This design comes from an exercise in tuning for small area and a short achievable clock period on the open sky130 flow, not from production work.
The RTL was checked by simulation tests, not by an equivalence proof against the original design.
Power and IR drop assume default switching activity.

==> trial 17: inputs <==
// mulTop
module mulTop (
  input  wire        mul_clk,
  input  wire        resetn,
  input  wire        mulSigned,
  input  wire [31:0] x,
  input  wire [31:0] y,
  output wire [63:0] result
);
  wire [31:0] xg = x;
  wire xs = mulSigned & xg[31];
  wire ys = mulSigned & y[31];
  wire one1;
  wire two2;
  wire neg3;
  wire t4;
  wire t5;
  wire t6;
  wire t7;
  wire t8;
  wire t9;
  wire t10;
  wire t11;
  wire t12;
  wire t13;
  wire t14;
  wire t15;
  wire t16;
  wire t17;
  wire t18;
  wire t19;
  wire t20;
  wire t21;
  wire t22;
  wire t23;
  wire t24;
  wire t25;
  wire t26;
  wire t27;
  wire t28;
  wire t29;
  wire t30;
  wire t31;
  wire t32;
  wire t33;
  wire t34;
  wire t35;
  wire t36;
  wire pp37;
  wire nn38;
  wire one39;
  wire two40;
  wire neg41;
  wire t42;
  wire t43;
  wire t44;
  wire t45;
  wire t46;
  wire t47;
  wire t48;
  wire t49;
  wire t50;
  wire t51;
  wire t52;
  wire t53;
  wire t54;
  wire t55;
  wire t56;
  wire t57;
  wire t58;
  wire t59;
  wire t60;
  wire t61;
  wire t62;
  wire t63;
  wire t64;
  wire t65;
  wire t66;
  wire t67;
  wire t68;
  wire t69;
  wire t70;
  wire t71;
  wire t72;
  wire t73;
  wire t74;
  wire pp75;
  wire nn76;
  wire one77;
  wire two78;
  wire neg79;
  wire t80;
  wire t81;
  wire t82;
  wire t83;
  wire t84;
  wire t85;
  wire t86;
  wire t87;
  wire t88;
  wire t89;
  wire t90;
  wire t91;
  ...
export LEC_CHECK = 0
export ABC_CLOCK_PERIOD_IN_PS = 2000
export CAP_MARGIN = 20
export CORE_MARGIN = 2
export CORE_UTILIZATION = 55
export CTS_BUF_LIST = sky130_fd_sc_hd__clkbuf_4 sky130_fd_sc_hd__clkbuf_8
export SETUP_SLACK_MARGIN = 1.1
export SLEW_MARGIN = 20
export SYNTH_HIERARCHICAL = 1
export SYNTH_MINIMUM_KEEP_SIZE = 0
create_clock -name core_clock -period 6.0 [get_ports {mul_clk}]
standard.sh (not shown) runs the stock make flow with config.mk's settings and CLKGATE_MAP_FILE= SYNTH_SCRIPT=/design/flow/synth_recipe.tcl, a recipe that flattens the netlist after the stock synthesis.
==> flow/flow/run.sh <==
#!/bin/bash
# The standard layout (standard.sh) with two changes:
#  - each port gets a sky130_fd_sc_hd__buf_2 buffer (BUFFER_PORTS_ARGS) instead of the
#    resizer's default pick, a clkdlybuf4s50 delay cell;
#  - after the standard synthesis, downsize.tcl sets every combinational cell to the
#    smallest cell of its family (synthesis sizes gates that drive adder cells for a
#    large default load); repair_design and repair_timing size them up where needed.
# Flip-flops keep the cells the standard synthesis gave them.
set -euo pipefail
export BUFFER_PORTS_ARGS="-buffer_cell sky130_fd_sc_hd__buf_2"
R=orfs/results/${FLOW_PLATFORM:-sky130hd}/mulTop/base
bash standard.sh synth > synth.log 2>&1
DOWNSIZE_ODB=$R/1_synth.odb openroad -no_init -exit flow/downsize.tcl > downsize.log 2>&1
touch $R/1_synth.sdc
bash standard.sh > layout.log 2>&1
==> flow/flow/downsize.tcl <==
# Set every combinational cell of the synthesized netlist to the smallest cell of its
# family (same function, another drive strength); repair_design and repair_timing size
# cells up again where the layout needs it. Flip-flops and the clock are left alone.
set odbf $::env(DOWNSIZE_ODB)
read_db $odbf
set db [ord::get_db]
set block [ord::get_db_block]
set libs [$db getLibs]
set byname [dict create]
foreach lib $libs {
  foreach m [$lib getMasters] { dict set byname [$m getName] $m }
}
set swapped 0
foreach inst [$block getInsts] {
  set m [$inst getMaster]
  set n [$m getName]
  if {![regexp {^(sky130_fd_sc_hd__)([a-z0-9]+)_([0-9]+)$} $n -> pre base drive]} { continue }
  if {[regexp {^(df|sdf|dl|edf|conb|tap|fill|decap|clk)} $base]} { continue }
  set best $m
  set barea [expr {[$m getWidth] * [$m getHeight]}]
  foreach d {0 1 2} {
    set cand "${pre}${base}_$d"
    if {[dict exists $byname $cand]} {
      set c [dict get $byname $cand]
      set a [expr {[$c getWidth] * [$c getHeight]}]
      if {$a < $barea} { set best $c; set barea $a }
    }
  }
  if {$best ne $m} {
    $inst swapMaster $best
    incr swapped
  }
}
puts "downsize: swapped $swapped cells"
write_db $odbf
==> build 34 (differences from trial 17) <==
CORE_UTILIZATION = 60   (was 55)
SETUP_SLACK_MARGIN = 1.0   (was 1.1)
==> build 37 (differences from trial 17) <==
CORE_UTILIZATION = 60   (was 55)
CTS_BUF_LIST = default   (was sky130_fd_sc_hd__clkbuf_4 sky130_fd_sc_hd__clkbuf_8)
SETUP_SLACK_MARGIN = 1.0   (was 1.1)
==> results.txt <==
metric                                                                       build 34                 trial 17                 build 37
Status                                                        complete, no violations  complete, no violations  complete, no violations
Layout-stage area growth over the synthesis result                              8.72%                    9.73%                    9.83%
Power drawn by the combinational cells                                       0.0118 W                 0.0122 W                 0.0118 W
Switching Fraction                                                              0.494                    0.495                    0.488
Total number of vias                                                            21500                    21300                    21600
Met3 routing resource usage after global routing                               0.0968                   0.0769                    0.103
Violation count after the first detailed-route iteration                         2888                     2905                     2877
Non-clock buffer count                                                            212                      188                      212
Flip-flop and latch share of the layout cell area                              0.0835                   0.0828                   0.0827
Start point of the worst hold path                                             resetn                     y[1]                   resetn
Core Region                                                                 43300 µm²                47600 µm²                43300 µm²
Vias in the first global route                                                  22500                    22000                    22600
ANT cells                                                                           4                        3                        2
Cell Area, Placed                                                           28300 µm²                28300 µm²                28300 µm²
Transition at the pin with the smallest max-transition slack                 0.887 ns                 0.897 ns                 0.893 ns
CP startpoint                                                               mulSigned                    y[17]                     y[1]
Multi-input combinational cell count                                             2217                     2219                     2222
Std-Cell Rows                                                                      76                       80                       76
Fraction of area in non-clock buffers                                          0.0476                   0.0424                   0.0475
Hold path endpoint                                                              r63_0                     r0_0                    r63_0
Master of the slowest instance on the critical path             sky130_fd_sc_hd__fa_1    sky130_fd_sc_hd__fa_1  sky130_fd_sc_hd__and2_2

separate check: timing with driven ports:
No port has a modelled driver above. Below, the same layouts with a new extraction and two added sets of constraints. Step 1 sets driving cells, clkbuf_16 on the clock port and buf_2 on the other inputs (assumed; they add their load-dependent delay and slew). Step 2, shift: input delay + t, output delay - t, t = (earliest + latest rising clock arrival at the registers) / 2. This alone moves slack from input paths to output paths. Slacks: ideal ports / drivers / drivers and shift; pairs: ideal ports / drivers.
run	t (ns)	setup slack, ns	hold WS [ns]
trial 17	0.625	1.179 / 1.141 / 0.516	1.038 / 1.005 / 1.630
build 34	0.585	1.113 / 1.088 / 0.547	1.188 / 1.158 / 1.743
build 37	0.531	1.061 / 1.050 / 0.519	1.252 / 1.216 / 1.747
After both steps setup and hold are still met in every run listed. The setup slack of trial 17, which loses most, moves by -0.038 ns with the drivers and by -0.663 ns with both steps.
